Background: an optimization exercise with open tools, aiming at a short achievable clock period and few clock cycles. Do not read the settings as production practice. Only simulation tests tie the RTL to the original design; equivalence was not proved. Power is estimated from default activity; no workload was simulated.

==> flow/design.v <==
module cybercobra_mc #(
    parameter logic [31:0] RESET_PC = 32'h0000_0000,
    parameter int          SW_W     = 16
) (
    input  logic            clk_i,
    input  logic            rst_i,
    output logic            imem_req_o,
    output logic [31:0]     imem_addr_o,
    input  logic            imem_valid_i,
    input  logic [31:0]     imem_rdata_i,
    input  logic [SW_W-1:0] sw_i,
    input  logic            sw_valid_i,
    output logic            sw_ack_o,
    output logic [31:0]     out_o,
    output logic            halted_o
    ,
    output logic [31:0]     instret_o
);
    localparam logic [4:0] ALU_ADD  = 5'b00000;
    localparam logic [4:0] ALU_SLL  = 5'b00001;
    localparam logic [4:0] ALU_SLTS = 5'b00010;
    localparam logic [4:0] ALU_SLTU = 5'b00011;
    localparam logic [4:0] ALU_XOR  = 5'b00100;
    localparam logic [4:0] ALU_SRL  = 5'b00101;
    localparam logic [4:0] ALU_OR   = 5'b00110;
    localparam logic [4:0] ALU_AND  = 5'b00111;
    localparam logic [4:0] ALU_SUB  = 5'b01000;
    localparam logic [4:0] ALU_SRA  = 5'b01101;
    localparam logic [4:0] ALU_EQ   = 5'b11000;
    localparam logic [4:0] ALU_NE   = 5'b11001;
    localparam logic [4:0] ALU_LTS  = 5'b11100;
    localparam logic [4:0] ALU_GES  = 5'b11101;
    localparam logic [4:0] ALU_LTU  = 5'b11110;
    localparam logic [4:0] ALU_GEU  = 5'b11111;
    logic [31:0] rf [32];
    logic        xv_q;                  
    logic        taken_q;               
    logic        x_lt_q;                
    logic        x_halt_q;              
    logic        x_sw_q;                
    logic        x_wen_q;               
    logic [4:0]  x_wa_q;
    logic        x_ws_alu_q;            
    logic        x_ws_sw_q;             
    logic [31:0] x_imm_q;               
    logic        x_add_q, x_sub_q, x_sll_q, x_srl_q, x_sra_q, x_slt_q;
    logic        x_xor_q, x_or_q, x_and_q;
    logic [31:0] opa_q, opb_q;          
    logic [31:0] seq_q;                 
    logic [31:0] tgt_q;                 
    logic        halted_q;
    logic [31:0] out_q;
    logic [31:0] instret_q;
    logic [31:0] sw_ext;
    assign sw_ext = 32'($signed(sw_i));
    logic [31:0] alu_res;
    always_comb begin
        alu_res = ({32{x_add_q}} & (opa_q + opb_q))
                | ({32{x_sub_q}} & (opa_q - opb_q))
                | ({32{x_sll_q}} & (opa_q << opb_q[4:0]))
                | ({32{x_srl_q}} & (opa_q >> opb_q[4:0]))
                | ({32{x_sra_q}} & $unsigned($signed(opa_q) >>> opb_q[4:0]))
                | ({32{x_slt_q}} & {31'd0, x_lt_q})
                | ({32{x_xor_q}} & (opa_q ^ opb_q))
                | ({32{x_or_q}}  & (opa_q | opb_q))
                | ({32{x_and_q}} & (opa_q & opb_q));
    end
    logic [31:0] wr_data;
    assign wr_data = x_ws_alu_q ? alu_res : (x_ws_sw_q ? sw_ext : x_imm_q);
    logic x_stall, x_done;
    assign x_stall = x_sw_q & ~sw_valid_i;
    assign x_done  = xv_q & ~x_stall;
    assign imem_addr_o = taken_q ? tgt_q : seq_q;
    assign imem_req_o  = ~halted_q;
    assign sw_ack_o    = x_sw_q & sw_valid_i;
    assign halted_o    = halted_q;
    assign out_o       = out_q;
    logic [31:0] fi;
    assign fi = imem_rdata_i;
    logic        f_j, f_b, f_w;
    logic [1:0]  f_ws;
    logic [4:0]  f_op, f_ra1, f_ra2, f_wa;
    logic [7:0]  f_offs;
    assign f_j    = fi[31];
    assign f_b    = fi[30] & ~fi[31];
    assign f_w    = ~fi[31] & ~fi[30];
    assign f_ws   = fi[29:28];
    assign f_op   = fi[27:23];
    assign f_ra1  = fi[22:18];
    assign f_ra2  = fi[17:13];
    assign f_offs = fi[12:5];
    assign f_wa   = fi[4:0];
    logic [31:0] rd1, rd2;
    always_comb begin
        if (x_wen_q && x_wa_q == f_ra1) rd1 = wr_data;
        else if (f_ra1 == 5'd0)         rd1 = 32'd0;
        else                            rd1 = rf[f_ra1];
        if (x_wen_q && x_wa_q == f_ra2) rd2 = wr_data;
        else if (f_ra2 == 5'd0)         rd2 = 32'd0;
        else                            rd2 = rf[f_ra2];
    end
    logic f_sgn;
    assign f_sgn = (f_op == ALU_SLTS) || (f_op == ALU_LTS) || (f_op == ALU_GES);
    logic f_eq, f_lt, f_taken;
    assign f_eq = (rd1 == rd2);
    assign f_lt = {rd1[31] ^ f_sgn, rd1[30:0]} < {rd2[31] ^ f_sgn, rd2[30:0]};
    assign f_taken = f_j
                   | (f_b & (f_op == ALU_EQ) & f_eq)
                   | (f_b & (f_op == ALU_NE) & ~f_eq)
                   | (f_b & ((f_op == ALU_LTS) || (f_op == ALU_LTU)) & f_lt)
                   | (f_b & ((f_op == ALU_GES) || (f_op == ALU_GEU)) & ~f_lt);
    logic [31:0] offs_ext;
    assign offs_ext = {{22{f_offs[7]}}, f_offs, 2'b00};
    logic [31:0] fpc_seq, fpc_tgt;
    assign fpc_seq = imem_addr_o + 32'd4;
    assign fpc_tgt = imem_addr_o + offs_ext;
    logic accept;
    assign accept = ~halted_q & ~x_stall & ~(xv_q & x_halt_q) & imem_valid_i;
    always_ff @(posedge clk_i) begin
        if (rst_i) begin
            xv_q     <= 1'b0;
            taken_q  <= 1'b0;
            x_halt_q <= 1'b0;
            x_sw_q   <= 1'b0;
            x_wen_q  <= 1'b0;
            seq_q    <= RESET_PC;
            halted_q <= 1'b0;
            out_q    <= 32'd0;
            instret_q <= 32'd0;
        end else begin
            if (x_done) begin
                out_q     <= opa_q;
                instret_q <= instret_q + 32'd1;
                if (x_halt_q) halted_q <= 1'b1;
            end
            if (!x_stall) begin
                xv_q     <= accept;
                taken_q  <= accept & f_taken;
                x_halt_q <= accept & f_j & (f_offs == 8'd0);
                x_sw_q   <= accept & f_w & (f_ws == 2'b10);
                x_wen_q  <= accept & f_w & (f_wa != 5'd0);
                seq_q    <= accept ? fpc_seq : imem_addr_o;
            end
        end
    end
    always_ff @(posedge clk_i) begin
        if (accept) begin
            x_wa_q     <= f_wa;
            x_ws_alu_q <= f_ws == 2'b01;
            x_ws_sw_q  <= f_ws == 2'b10;
            x_imm_q    <= (f_ws == 2'b00) ? {{9{fi[27]}}, fi[27:5]} : 32'd0;
            x_add_q    <= f_op == ALU_ADD;
            x_sub_q    <= f_op == ALU_SUB;
            x_sll_q    <= f_op == ALU_SLL;
            x_srl_q    <= f_op == ALU_SRL;
            x_sra_q    <= f_op == ALU_SRA;
            x_slt_q    <= (f_op == ALU_SLTS) || (f_op == ALU_SLTU);
            x_xor_q    <= f_op == ALU_XOR;
            x_or_q     <= f_op == ALU_OR;
            x_and_q    <= f_op == ALU_AND;
            x_lt_q     <= f_lt;
            opa_q      <= rd1;
            opb_q      <= rd2;
            tgt_q      <= fpc_tgt;
        end
    end
    always_ff @(posedge clk_i) begin
        if (x_done && x_wen_q) begin
            rf[x_wa_q] <= wr_data;
        end
    end
    assign instret_o = instret_q;
endmodule
export LEC_CHECK = 0
export CAP_MARGIN = 20
export CORE_MARGIN = 2
export CORE_UTILIZATION = 40
export SETUP_SLACK_MARGIN = 5
export SLEW_MARGIN = 20
create_clock -name core_clock -period 10.0 [get_ports {clk_i}]
run.sh (not shown) runs the stock make flow with config.mk's settings and CLKGATE_MAP_FILE= SYNTH_SCRIPT=/design/flow/synth_recipe.tcl, a recipe that flattens the netlist after the stock synthesis.
The baseline completed without violations.
Testbench counts at the start, summed over its fixed seeds: cycles 80,032.
==> next run, changes <==
Settings changed: ABC_CLOCK_PERIOD_IN_PS from default to 3000.
Register-to-register slack is about the same. Combinational power barely changes. Design area stays the same. Total power is unchanged. Worst setup slack is unchanged. Critical path depth stays the same. Non-clock buffer count is unchanged.

* * *

Setup of rev 12:
cybercobra_mc, a different RTL version from the one above (not shown whole).
Size: about 2,000 flip-flops, roughly 150 I/O pins, ~100,000 µm² of cells after synthesis.
==> flow/config.mk <==
export PLATFORM = sky130hd
export DESIGN_NAME = cybercobra_mc
export DESIGN_NICKNAME = cybercobra_mc
export VERILOG_FILES = /design/flow/design.v
export SDC_FILE = /design/flow/constraint.sdc
export NUM_CORES = 4
export LEC_CHECK = 0
export CAP_MARGIN = 20
export CORE_MARGIN = 2
export CORE_UTILIZATION = 40
export SETUP_SLACK_MARGIN = 5
export SLEW_MARGIN = 20
==> flow/constraint.sdc <==
create_clock -name core_clock -period 10.0 [get_ports {clk_i}]
set_input_delay 2.0000 -clock core_clock [delete_from_list [all_inputs] [get_ports {clk_i}]]
set_output_delay 2.0000 -clock core_clock [all_outputs]
set_load 0.01 [all_outputs]
standard.sh (not shown) runs the stock make flow with config.mk's settings and CLKGATE_MAP_FILE= SYNTH_SCRIPT=/design/flow/synth_recipe.tcl, a recipe that flattens the netlist after the stock synthesis.
==> flow/flow/run.sh <==
#!/bin/bash
set -euo pipefail
bash standard.sh SETUP_SLACK_MARGIN=5.8 'BUFFER_PORTS_ARGS=-buffer_cell sky130_fd_sc_hd__buf_6' finish > standard_flow.log 2>&1
Testbench counts of rev 12, summed over its fixed seeds: cycles 81,908.
Inputs modified between rev 12 and rev 13:
-- flow/config.mk --
<<< rev 12, line 8
export CAP_MARGIN = 20
export CORE_MARGIN = 2
export CORE_UTILIZATION = 40
export SETUP_SLACK_MARGIN = 5
export SLEW_MARGIN = 20
>>> rev 13, line 8
export CAP_MARGIN = 20
export CORE_MARGIN = 2
export CORE_UTILIZATION = 55
export SETUP_SLACK_MARGIN = 5
export SLEW_MARGIN = 20
--- outcome ---
- Comparing rev 12 against rev 13, there is no change at all in cell depth of the worst setup path.
- Against rev 12, rev 13 comes in 17 points higher on met2 track demand over resource.
- Per the comparison of rev 13 with rev 12, number of post-CTS setup repair buffers fell 25; count of cells resized by post-cts repair went down by 17%.
- Rev 13 vs rev 12 on power share of the combinational group: rev 13 is the lower one.
- Between rev 12 and rev 13, the cell count went down.

* * *

old:
Another version of the RTL of cybercobra_mc (not shown whole).
For scale: roughly 8,400 cells after synthesis, about 78,000 um2 of cells after synthesis.
==> flow/config.mk <==
export PLATFORM = sky130hd
export DESIGN_NAME = cybercobra_mc
export DESIGN_NICKNAME = cybercobra_mc
export VERILOG_FILES = /design/flow/design.v
export SDC_FILE = /design/flow/constraint.sdc
export NUM_CORES = 4
export LEC_CHECK = 0
export CAP_MARGIN = 20
export CORE_MARGIN = 2
export CORE_UTILIZATION = 40
export SETUP_SLACK_MARGIN = 5
export SLEW_MARGIN = 20
==> flow/constraint.sdc <==
create_clock -name core_clock -period 10.0 [get_ports {clk_i}]
set_input_delay 2.0000 -clock core_clock [delete_from_list [all_inputs] [get_ports {clk_i}]]
set_output_delay 2.0000 -clock core_clock [all_outputs]
set_load 0.01 [all_outputs]
Scripts as last shown in full above: flow/flow/run.sh
The flow did not stop early for old: all stages ran, and the layout cleared the timing, DRC and antenna checks.
Testbench counts of old, summed over its fixed seeds: cycles 82,645.
Modified inputs, new compared to old
==> flow/flow/run.sh <==
#!/bin/bash
set -euo pipefail
bash standard.sh SETUP_SLACK_MARGIN=5.8 finish > standard_flow.log 2>&1
As of new, maximum frequency from static timing analysis had risen slightly compared to old.
Sort new and old by final area desc -> top: new
Compared with old, in new internal power of the cells picked up an extra about 2%, net load switching power picked up an extra 0.12 mW, detail-routed net length per standard cell lost 0.35 um.

* * *

== job 101 ==
cybercobra_mc, a different RTL version from the one above (not shown whole).
Size: ~7800 cells after synthesis, ~1300 flip-flops, about 150 I/O pins, about 67000 um2 of cells after synthesis.
clock: 10.0 ns
lec_check: 0
cap_margin: 20
core_margin: 2
core_utilization: 40
setup_slack_margin: 5
slew_margin: 20
run.sh (not shown) runs the stock make flow with config.mk's settings and CLKGATE_MAP_FILE= SYNTH_SCRIPT=/design/flow/synth_recipe.tcl, a recipe that flattens the netlist after the stock synthesis.
Stock flow here: none of the scripts above is used.
Testbench counts of job 101, summed over its fixed seeds: cycles 80,032.
> inputs changed (job 101 -> job 102)
==> flow/flow/run.sh (new file) <==
#!/bin/bash
set -euo pipefail
bash standard.sh SETUP_SLACK_MARGIN=5.8 finish > standard_flow.log 2>&1
==> flow/standard.sh (new file) <==
#!/bin/bash
# synth_recipe.tcl (not shown) runs the flow's synth.tcl, then flattens the netlist and writes it again
# the make line also repeats each setting of config.mk as NAME=value (left out here)
make -C /OpenROAD-flow-scripts/flow DESIGN_CONFIG=/design/flow/config.mk WORK_HOME=/design/flow/orfs CLKGATE_MAP_FILE= SYNTH_SCRIPT=/design/flow/synth_recipe.tcl "${@:-finish}"
removed: flow/run.sh
~same final cell count without fillers in job 101 and job 102. Comparing job 101 and job 102, wire length per cell after detailed routing is higher on job 101. | setup slack | job 102 vs job 101 | 0.28 ns lower |. Taking job 101 as the reference, in job 102 wire length on met1 down about 3.6%, total routing usage reported by global routing down 0.43 points, proportion of power drawn by the clock network up 0.5 points, time the worst path needs with I/O delays and setup up 0.28 ns, relative area change from synthesis to final layout up 0.28 points.

* * *

cybercobra_mc, a different RTL version from the one above (not shown whole).
Size in the first run: about 6,300 cells after synthesis, roughly 1,600 flip-flops, about 150 I/O pins.
// cybercobra_mc
module cybercobra_mc #(
    parameter logic [31:0] RESET_PC = 32'h0000_0000,
    parameter int          SW_W     = 16
) (
    input  logic            clk_i,
    input  logic            rst_i,
    output logic            imem_req_o,
    output logic [31:0]     imem_addr_o,
    input  logic            imem_valid_i,
    input  logic [31:0]     imem_rdata_i,
    input  logic [SW_W-1:0] sw_i,
    input  logic            sw_valid_i,
    output logic            sw_ack_o,
    output logic [31:0]     out_o,
    output logic            halted_o
    ,
    output logic [31:0]     instret_o
);
==> flow/config.mk <==
export PLATFORM = sky130hd
export DESIGN_NAME = cybercobra_mc
export DESIGN_NICKNAME = cybercobra_mc
export VERILOG_FILES = /design/flow/design.v
export SDC_FILE = /design/flow/constraint.sdc
export NUM_CORES = 4
export LEC_CHECK = 0
export CAP_MARGIN = 20
export CORE_MARGIN = 2
export CORE_UTILIZATION = 40
export SETUP_SLACK_MARGIN = 5
export SLEW_MARGIN = 20
==> flow/constraint.sdc <==
create_clock -name core_clock -period 10.0 [get_ports {clk_i}]
set_input_delay 2.0000 -clock core_clock [delete_from_list [all_inputs] [get_ports {clk_i}]]
set_output_delay 2.0000 -clock core_clock [all_outputs]
set_load 0.01 [all_outputs]
standard.sh (not shown) runs the stock make flow with config.mk's settings and CLKGATE_MAP_FILE= SYNTH_SCRIPT=/design/flow/synth_recipe.tcl, a recipe that flattens the netlist after the stock synthesis.
==> flow/flow/run.sh <==
#!/bin/bash
set -euo pipefail
bash standard.sh SETUP_SLACK_MARGIN=6.2 'BUFFER_PORTS_ARGS=-buffer_cell sky130_fd_sc_hd__buf_6' finish > standard_flow.log 2>&1
Testbench counts at the start, summed over its fixed seeds: cycles 82,645.
Edit:
==> flow/flow/run.sh (replaced) <==
#!/bin/bash
set -euo pipefail
bash standard.sh SETUP_SLACK_MARGIN=5.8 'BUFFER_PORTS_ARGS=-buffer_cell sky130_fd_sc_hd__buf_6' finish > standard_flow.log 2>&1
The changed run finished with timing, DRC and antenna clean.
Setup slack degrades by 0.017 ns.
Worst hold slack barely changes.
Routed wire length drops by about 7%.
Via count decreases by 4.3%.
Edit:
--- a/flow/config.mk
+++ b/flow/config.mk
@@ -10 +10 @@
-export CORE_UTILIZATION = 40
+export CORE_UTILIZATION = 46
=> Final cell count goes down by a few percent. Worst setup slack gets worse by 0.25 ns. Utilization goes up by 6.9 points. Sequential power stays flat. Critical path depth goes down by 3.

-- what the ideal ports hide --
Ports are ideal in the flow. The routed layouts listed here were re-timed in OpenROAD.
Step 1, drivers: a clkbuf_16 drives clk_i and a buf_2 each remaining input, both assumed.
Step 2 moves the port delays by t, midway between the first and last clock arrival at a register: inputs arrive t later, outputs are due t later. That takes back most of the time a late clock gives input paths.
a / b / c = no drivers / after step 1 / after step 2; a / b = the first two.
run | t, ns | setup WS [ns] | worst hold slack (ns) | worst slew at a driven data input, ns
the first run of note 1 | 0.895 | 4.099 / 3.870 / 2.975 | 0.449 / 0.449 / 0.449 | 0.44
the second run of note 1 | 0.895 | 4.099 / 3.870 / 2.975 | 0.449 / 0.449 / 0.449 | 0.44
rev 12 | 0.963 | 5.359 / 5.287 / 4.324 | 0.456 / 0.456 / 0.456 | 0.37
rev 13 | 0.976 | 5.180 / 5.180 / 4.383 | 0.440 / 0.440 / 0.440 | 0.15
old | 0.914 | 5.511 / 5.487 / 4.573 | 0.468 / 0.468 / 0.468 | 0.16
new | 0.916 | 5.569 / 5.612 / 4.696 | 0.451 / 0.451 / 0.451 | 0.17
job 101 | 0.907 | 4.429 / 4.478 / 3.583 | 0.447 / 0.447 / 0.447 | 0.16
job 102 | 0.924 | 4.154 / 4.209 / 3.284 | 0.449 / 0.449 / 0.449 | 0.09
the first run of note 5 | 0.921 | 5.646 / 5.599 / 4.871 | 0.474 / 0.474 / 0.474 | 0.15
the second run of note 5 | 0.914 | 5.630 / 5.546 / 4.631 | 0.473 / 0.473 / 0.473 | 0.25
the third run of note 5 | 0.923 | 5.378 / 5.381 / 4.458 | 0.456 / 0.456 / 0.456 | 0.18
After both steps setup and hold are still met in every run listed.
